From an optimization exercise on the open Yosys and OpenROAD flow, aimed at small area, a short achievable clock period and few clock cycles per item; shortcuts taken in it are not production practice.
Only simulation tests tie the RTL to the original design; equivalence was not proved.

==> flow/design.v <==
package fir_pkg;
  typedef logic [1:0] state_t;
  localparam state_t S_IDLE = 2'd0;
  localparam state_t S_MAC  = 2'd1;
  localparam state_t S_OUT  = 2'd2;
  function automatic integer addr_w(input integer n);
    addr_w = (n <= 1) ? 1 : $clog2(n);
  endfunction
  function automatic logic signed [63:0] rnd_const(input integer shift);
    rnd_const = (shift == 0) ? 64'sd0 : (64'sd1 <<< (shift - 1));
  endfunction
  function automatic logic signed [63:0] sat_max(input integer w);
    sat_max = (64'sd1 <<< (w - 1)) - 64'sd1;
  endfunction
  function automatic logic signed [63:0] sat_min(input integer w);
    sat_min = -(64'sd1 <<< (w - 1));
  endfunction
endpackage
module fir_mac_unit #(
  parameter int unsigned DATA_W = 16,
  parameter int unsigned COEF_W = 16,
  parameter int unsigned ACC_W  = 37
) (
  input  logic                     clk,
  input  logic                     reset,
  input  logic                     clr,
  input  logic                     en,
  input  logic signed [DATA_W-1:0] x,
  input  logic signed [COEF_W-1:0] c,
  output logic signed [ACC_W-1:0]  acc
);
  localparam int unsigned PROD_W = DATA_W + COEF_W;
  logic signed [PROD_W-1:0] prod;
  assign prod = PROD_W'(x) * PROD_W'(c);
  always_ff @(posedge clk) begin
    if (reset)     acc <= '0;
    else if (clr)  acc <= '0;
    else if (en)   acc <= acc + ACC_W'(prod);
  end
endmodule
module fir_filter_mac #(
  parameter int unsigned DATA_W    = 16,
  parameter int unsigned COEF_W    = 16,
  parameter int unsigned NTAPS     = 32,
  parameter int unsigned OUT_SHIFT = 15
) (
  input  logic                       clk,
  input  logic                       reset,
  input  logic                       in_valid,
  output logic                       in_ready,
  input  logic signed [DATA_W-1:0]   in_sample,
  output logic                       out_valid,
  output logic signed [DATA_W-1:0]   out_sample,
  output logic                       out_sat,
  input  logic                       coef_we,
  input  logic [$clog2(NTAPS)-1:0]   coef_addr,
  input  logic signed [COEF_W-1:0]   coef_wdata
);
  localparam int unsigned AW    = fir_pkg::addr_w(NTAPS);
  localparam int unsigned ACC_W = DATA_W + COEF_W + AW;
  localparam logic signed [COEF_W-1:0] COEF_ONE = COEF_W'(fir_pkg::sat_max(COEF_W));
  localparam logic signed [ACC_W-1:0]  RND      = ACC_W'(fir_pkg::rnd_const(OUT_SHIFT));
  fir_pkg::state_t state, state_nx;
  logic signed [DATA_W-1:0] x_q [NTAPS];
  logic signed [COEF_W-1:0] c_q [NTAPS];
  logic [AW-1:0]            k_q;
  logic                     accept;
  logic                     coef_wr;
  logic                     last_tap;
  logic signed [ACC_W-1:0]  acc;
  logic signed [ACC_W-1:0]  acc_rnd;
  logic signed [DATA_W-1:0] res;
  logic                     sat_c;
  assign in_ready = !reset && (state == fir_pkg::S_IDLE);
  assign accept   = in_valid && in_ready;
  assign coef_wr  = coef_we && in_ready;
  assign last_tap = (k_q == AW'(NTAPS - 1));
  always_ff @(posedge clk) begin
    if (reset) state <= fir_pkg::S_IDLE;
    else       state <= state_nx;
  end
  always_comb begin
    state_nx = state;
    case (state)
      fir_pkg::S_IDLE:  if (accept)   state_nx = fir_pkg::S_MAC;
      fir_pkg::S_MAC:   if (last_tap) state_nx = fir_pkg::S_OUT;
      fir_pkg::S_OUT:                 state_nx = fir_pkg::S_IDLE;
      default:               state_nx = fir_pkg::S_IDLE;
    endcase
  end
  fir_mac_unit #(
    .DATA_W (DATA_W),
    .COEF_W (COEF_W),
    .ACC_W  (ACC_W)
  ) u_mac (
    .clk   (clk),
    .reset (reset),
    .clr   (accept),
    .en    (state == fir_pkg::S_MAC),
    .x     (x_q[k_q]),
    .c     (c_q[k_q]),
    .acc   (acc)
  );
  localparam logic signed [ACC_W-1:0] SAT_HI = ACC_W'(fir_pkg::sat_max(DATA_W));
  localparam logic signed [ACC_W-1:0] SAT_LO = ACC_W'(fir_pkg::sat_min(DATA_W));
  logic signed [ACC_W-1:0] acc_shr;
  always_comb begin
    acc_rnd = acc + RND;
    acc_shr = acc_rnd >>> OUT_SHIFT;
    res     = DATA_W'(acc_shr);
    sat_c   = 1'b0;
    if (acc_shr > SAT_HI) begin
      res   = DATA_W'(SAT_HI);
      sat_c = 1'b1;
    end else if (acc_shr < SAT_LO) begin
      res   = DATA_W'(SAT_LO);
      sat_c = 1'b1;
    end
  end
  always_ff @(posedge clk) begin
    if (reset) begin
      for (int unsigned i = 0; i < NTAPS; i++) begin
        x_q[i] <= '0;
        c_q[i] <= '0;
      end
      c_q[0]     <= COEF_ONE;
      k_q        <= '0;
      out_valid  <= 1'b0;
      out_sample <= '0;
      out_sat    <= 1'b0;
    end else begin
      out_valid <= 1'b0;
      if (coef_wr) c_q[coef_addr] <= coef_wdata;
      if (accept) begin
        x_q[0] <= in_sample;
        for (int unsigned i = 1; i < NTAPS; i++) x_q[i] <= x_q[i-1];
        k_q <= '0;
      end else if (state == fir_pkg::S_MAC) begin
        k_q <= k_q + AW'(1);
      end
      if (state == fir_pkg::S_OUT) begin
        out_valid  <= 1'b1;
        out_sample <= res;
        out_sat    <= sat_c;
      end
    end
  end
endmodule
==> flow/run.sh <==
#!/bin/bash
# synth_recipe.tcl (not shown) runs the flow's synth.tcl, then flattens the netlist and writes it again
# the make line also repeats each setting of config.mk as NAME=value (left out here)
make -C /OpenROAD-flow-scripts/flow DESIGN_CONFIG=/design/flow/config.mk WORK_HOME=/design/flow/orfs CLKGATE_MAP_FILE= SYNTH_SCRIPT=/design/flow/synth_recipe.tcl finish
==> flow/config.mk <==
export PLATFORM = sky130hd
export DESIGN_NAME = fir_filter_mac
export DESIGN_NICKNAME = fir_filter_mac
export VERILOG_FILES = /design/flow/design.v
export SDC_FILE = /design/flow/constraint.sdc
export NUM_CORES = 4
export LEC_CHECK = 0
export CAP_MARGIN = 20
export CORE_MARGIN = 2
export CORE_UTILIZATION = 40
export SLEW_MARGIN = 20
==> flow/constraint.sdc <==
create_clock -name core_clock -period 11.0 [get_ports {clk}]
set_input_delay 2.2000 -clock core_clock [delete_from_list [all_inputs] [get_ports {clk}]]
set_output_delay 2.2000 -clock core_clock [all_outputs]
set_load 0.01 [all_outputs]
==> run_summary.xml <==
<?xml version="1.0" encoding="UTF-8"?>
<metrics>
  <group name="grt">
    <metric name="grt_max_degree" unit="">149</metric>
    <metric name="gr-usage-all-layers" unit="">0.223</metric>
    <metric name="grt-ovfl-total" unit="">0</metric>
    <metric name="first_global_vias" unit="">40985</metric>
    <metric name="wire_length_of_the_first_global_routing_pass" unit="um">253000</metric>
    <metric name="grt_antenna_before_repair" unit="">5</metric>
  </group>
  <group name="sta">
    <metric name="final_hold_viol_count" unit="">0</metric>
    <metric name="transition_at_the_pin_with_the_smallest_max_transition_slack" unit="ps">1120</metric>
    <metric name="finalCriticalPeriod" unit="ps">9720</metric>
    <metric name="rsz_0062_raised_after_global_routing" unit="">false</metric>
    <metric name="worst_slew_margin_rel" unit="">0.256</metric>
    <metric name="final.period_utilization" unit="">0.884</metric>
    <metric name="finalSetupViolations" unit="">0</metric>
    <metric name="fmax" unit="MHz">103</metric>
    <metric name="clock-skew-final" unit="ps">50.8</metric>
    <metric name="timing_max_transition_violations_final" unit="">0</metric>
    <metric name="setup-tns-final" unit="ps">0</metric>
  </group>
  <group name="cells_and_area">
    <metric name="finish.cell_count_without_fillers" unit="">7570</metric>
    <metric name="growth_of_design_area_from_synthesis_to_finish" unit="%">11.2</metric>
    <metric name="layout_common_cells" unit="">1221 x sky130_fd_sc_hd__nand2_1, 575 x sky130_fd_sc_hd__dfxtp_1, 571 x sky130_fd_sc_hd__a21oi_1</metric>
    <metric name="post_route_cells_drive_above_1_share" unit="">0.103</metric>
    <metric name="finalNetCount" unit="">6034</metric>
    <metric name="mostFrequentLayoutCell" unit="">sky130_fd_sc_hd__nand2_1</metric>
    <metric name="final-seq-area" unit="sq um">27000</metric>
    <metric name="multiInputGateArea" unit="sq um">28600</metric>
    <metric name="fillCellCount" unit="">13601</metric>
  </group>
  <group name="setup_path">
    <metric name="crit_arrival" unit="ps">10330</metric>
    <metric name="crit_path_capture_type" unit="">flip-flop</metric>
    <metric name="slowest_stage" unit="">sky130_fd_sc_hd__dfxtp_1</metric>
    <metric name="worst-path-max-fanout" unit="">25</metric>
    <metric name="crit_path_start_kind" unit="">flip-flop</metric>
    <metric name="timing_worst_setup_path_type" unit="">reg2reg</metric>
    <metric name="timing.critical_path.slowest_cell_delay" unit="ps">1020</metric>
    <metric name="reg2regPathDepth" unit="">28</metric>
    <metric name="required" unit="ps">11610</metric>
    <metric name="cpMostUsedCell" unit="">sky130_fd_sc_hd__fa_1</metric>
  </group>
  <group name="yosys">
    <metric name="synthDistinctLibCells" unit="">78</metric>
    <metric name="synthesis.nets" unit="">6127</metric>
    <metric name="yosysWarnings" unit="">4</metric>
    <metric name="post-synth-top-area-cell" unit="">sky130_fd_sc_hd__edfxtp_1</metric>
    <metric name="synth_top_area_share" unit="">0.264</metric>
    <metric name="synth_async_sr_flop_share" unit="">0</metric>
    <metric name="synth.cell_area" unit="sq um">58300</metric>
    <metric name="avgSynthCellArea" unit="sq um">10.3</metric>
    <metric name="post_synth_inst_count" unit="">5652</metric>
    <metric name="count_of_flip_flops_with_a_built_in_enable_after_synthesis" unit="">512</metric>
    <metric name="synth_ff_type" unit="">sky130_fd_sc_hd__dfxtp_1</metric>
    <metric name="yosysSeqAreaShare" unit="">0.462</metric>
    <metric name="post_synth_main_area_contributors" unit="">sky130_fd_sc_hd__edfxtp_1 26%, sky130_fd_sc_hd__dfxtp_1 20%, sky130_fd_sc_hd__fa_1 11%, sky130_fd_sc_hd__nand2_1 7.9%, sky130_fd_sc_hd__mux4_2 6.0%</metric>
    <metric name="number_of_flip_flops_and_latches_in_the_synthesized_netlist" unit="">1091</metric>
  </group>
  <group name="clock_tree">
    <metric name="cts_num_sinks" unit="">1091</metric>
    <metric name="cts_tree" unit="">yes</metric>
    <metric name="cts_resized" unit="">0</metric>
    <metric name="cts_hold_repair.buffers" unit="">0</metric>
    <metric name="max-clock-path-buffers" unit="">3</metric>
    <metric name="clkTransAtPathRegs" unit="ps">60</metric>
    <metric name="cts_post_setup_buffers_inserted" unit="">0</metric>
    <metric name="ctsHtreeMaxLevel" unit="">3</metric>
    <metric name="clkLatencyLatePin" unit="ps">770</metric>
    <metric name="clock_tree.root_cell" unit="">sky130_fd_sc_hd__clkbuf_16</metric>
    <metric name="cts_buffers" unit="">113</metric>
  </group>
  <group name="routing">
    <metric name="post_drt_wl_per_cell" unit="um">22.0</metric>
    <metric name="wl" unit="um">167000</metric>
    <metric name="detailedRoute.firstPassIterationCount" unit="">10</metric>
    <metric name="drt-initial-drc-count" unit="">4536</metric>
    <metric name="detail-route-antenna-nets" unit="">0</metric>
    <metric name="dr_total_vias" unit="">41753</metric>
    <metric name="vias_per_cell" unit="">5.52</metric>
    <metric name="drt_drc_violations_left" unit="">0</metric>
  </group>
  <group name="placement">
    <metric name="dpl.cell_count" unit="">7359</metric>
    <metric name="place.gp.congestion" unit="">0.869</metric>
    <metric name="dp.final_hpwl" unit="um">109000</metric>
    <metric name="portBuffers" unit="">59</metric>
  </group>
  <group name="status">
    <metric name="outcome" unit="">no timing/DRC/antenna violations</metric>
  </group>
  <group name="worst_hold_path">
    <metric name="holdPathStages" unit="">2</metric>
    <metric name="holdCritPathClass" unit="">reg2reg</metric>
  </group>
  <group name="floorplan">
    <metric name="floorplan.die.width" unit="um">386</metric>
    <metric name="start_util" unit="">0.402</metric>
    <metric name="die_h" unit="um">386</metric>
    <metric name="floorplan.core_area" unit="sq um">145000</metric>
    <metric name="die_area" unit="sq um">149000</metric>
    <metric name="io_pins" unit="">60</metric>
    <metric name="placement_rows" unit="">140</metric>
  </group>
  <group name="flow_run">
    <metric name="cap_viol_max_count" unit="">0</metric>
  </group>
</metrics>
==> registers in the layout, summed over array words and instances, names as in the netlist, named ones only <==
signal / count
c_q: 512
k_q: 5
out_sample: 16
out_sat: 1
out_valid: 1
state: 2
u_mac.acc: 37
x_q: 512
==> routing by layer <==
metal | vias to the layer above | global-route usage | share of wire
met3 | 306 | 0.0329 | 0.070
met5 | - | 0 | 0.000078
li1 | 18927 | - | -
met4 | 2 | 0.0686 | 0.032
met2 | 1560 | 0.359 | 0.47
met1 | 20958 | 0.310 | 0.43
==> cell families after synthesis <==
group / after synthesis / synth area share
AND/OR/NAND/NOR: 2213 / 0.182
flip-flops: 1091 / 0.462
AO/OA/AOI/OAI: 916 / 0.0970
buffers and inverters: 761 / 0.0512
adder cells (fa/ha/maj): 434 / 0.134
multiplexers: 184 / 0.0658
XOR/XNOR: 53 / 0.00796
==> through the flow <==
step	instance area (sq um)	hold slack, ps	utilization	setup WS (ps)
finish	64900	452	0.447	1280
detailed placement	61000	450	0.420	1410
CTS	64900	448	0.447	1350
global route	64900	470	0.447	682
floorplan	58300	436	-	3160
global placement	61000	445	0.420	1540
==> final timing paths <==
path | start | endpoint | slack [ps]
max | k_q[3]$_SDFFE_PP0P_ | u_mac.acc[33]$_SDFFE_PP0P_ | 1280
max reg2reg | k_q[3]$_SDFFE_PP0P_ | u_mac.acc[33]$_SDFFE_PP0P_ | 1280
min reg2reg | x_q[13][6]$_SDFFE_PP0P_ | x_q[14][6]$_SDFFE_PP0P_ | 450
min | x_q[13][6]$_SDFFE_PP0P_ | x_q[14][6]$_SDFFE_PP0P_ | 450
==> cells in the mapped netlist (all sizes together), types with 48 or more instances <==
| cell | number |
|---|---|
| dfxtp | 579 |
| mux4 | 156 |
| and2 | 542 |
| nor2b | 91 |
| nand3 | 48 |
| fa | 319 |
| a21oi | 571 |
| inv | 342 |
| nor2 | 112 |
| clkbuf | 348 |
| nand2 | 1222 |
| ha | 115 |
| buf | 71 |
| a221oi | 65 |
| edfxtp | 512 |
| a22o | 62 |
| a22oi | 109 |
==> worst max-delay path: cells and delay by family (launching register included) <==
family	cells	cell delay [ps]
buf+inv	6	660
simple gates	5	1050
xor+xnor	1	160
fa+ha+maj	8	4100
compound gates	8	2580
flops	1	1020
==> layout make-up <==
class | instances | share of cell area
Tap cell | 1917 | 0.0370
Sequential cell | 1091 | 0.416
Inverter | 342 | 0.0198
Timing Repair Buffer | 211 | 0.0276
Clock buffer | 151 | 0.0481
Multi-Input combinational cell | 3800 | 0.441
Clock inverter | 57 | 0.0113
Antenna cell | 1 | 0.0000386
Testbench counts, summed over its fixed seeds: cycles 69,640, items 2,048.

## afterwards: timing with drivers on the ports
The results above use ideal ports. As a check the final layout listed here was re-extracted and re-timed, cells and wires unchanged. Step 1 (the two cells are an assumption about what drives the block):
set clk [get_ports {clk}]
set_driving_cell -lib_cell sky130_fd_sc_hd__clkbuf_16 $clk
set_driving_cell -lib_cell sky130_fd_sc_hd__buf_2 [delete_from_list [all_inputs] $clk]
Step 2 moves the port delays by t, midway between the first and last clock arrival at a register: inputs arrive t later, outputs are due t later. That takes back most of the time a late clock gives input paths. Slacks: ideal / step 1 / step 2; pairs: ideal / step 1.
shift t [ns]: 0.818
setup WS [ns]: 1.278 / 1.278 / 1.278
hold WS [ns]: 0.452 / 0.452 / 0.452
pins driven straight from the clock port: 1
After both steps setup and hold are still met in this run. The setup slack of this run moves by 0.000 ns with the drivers and by 0.000 ns with both steps.
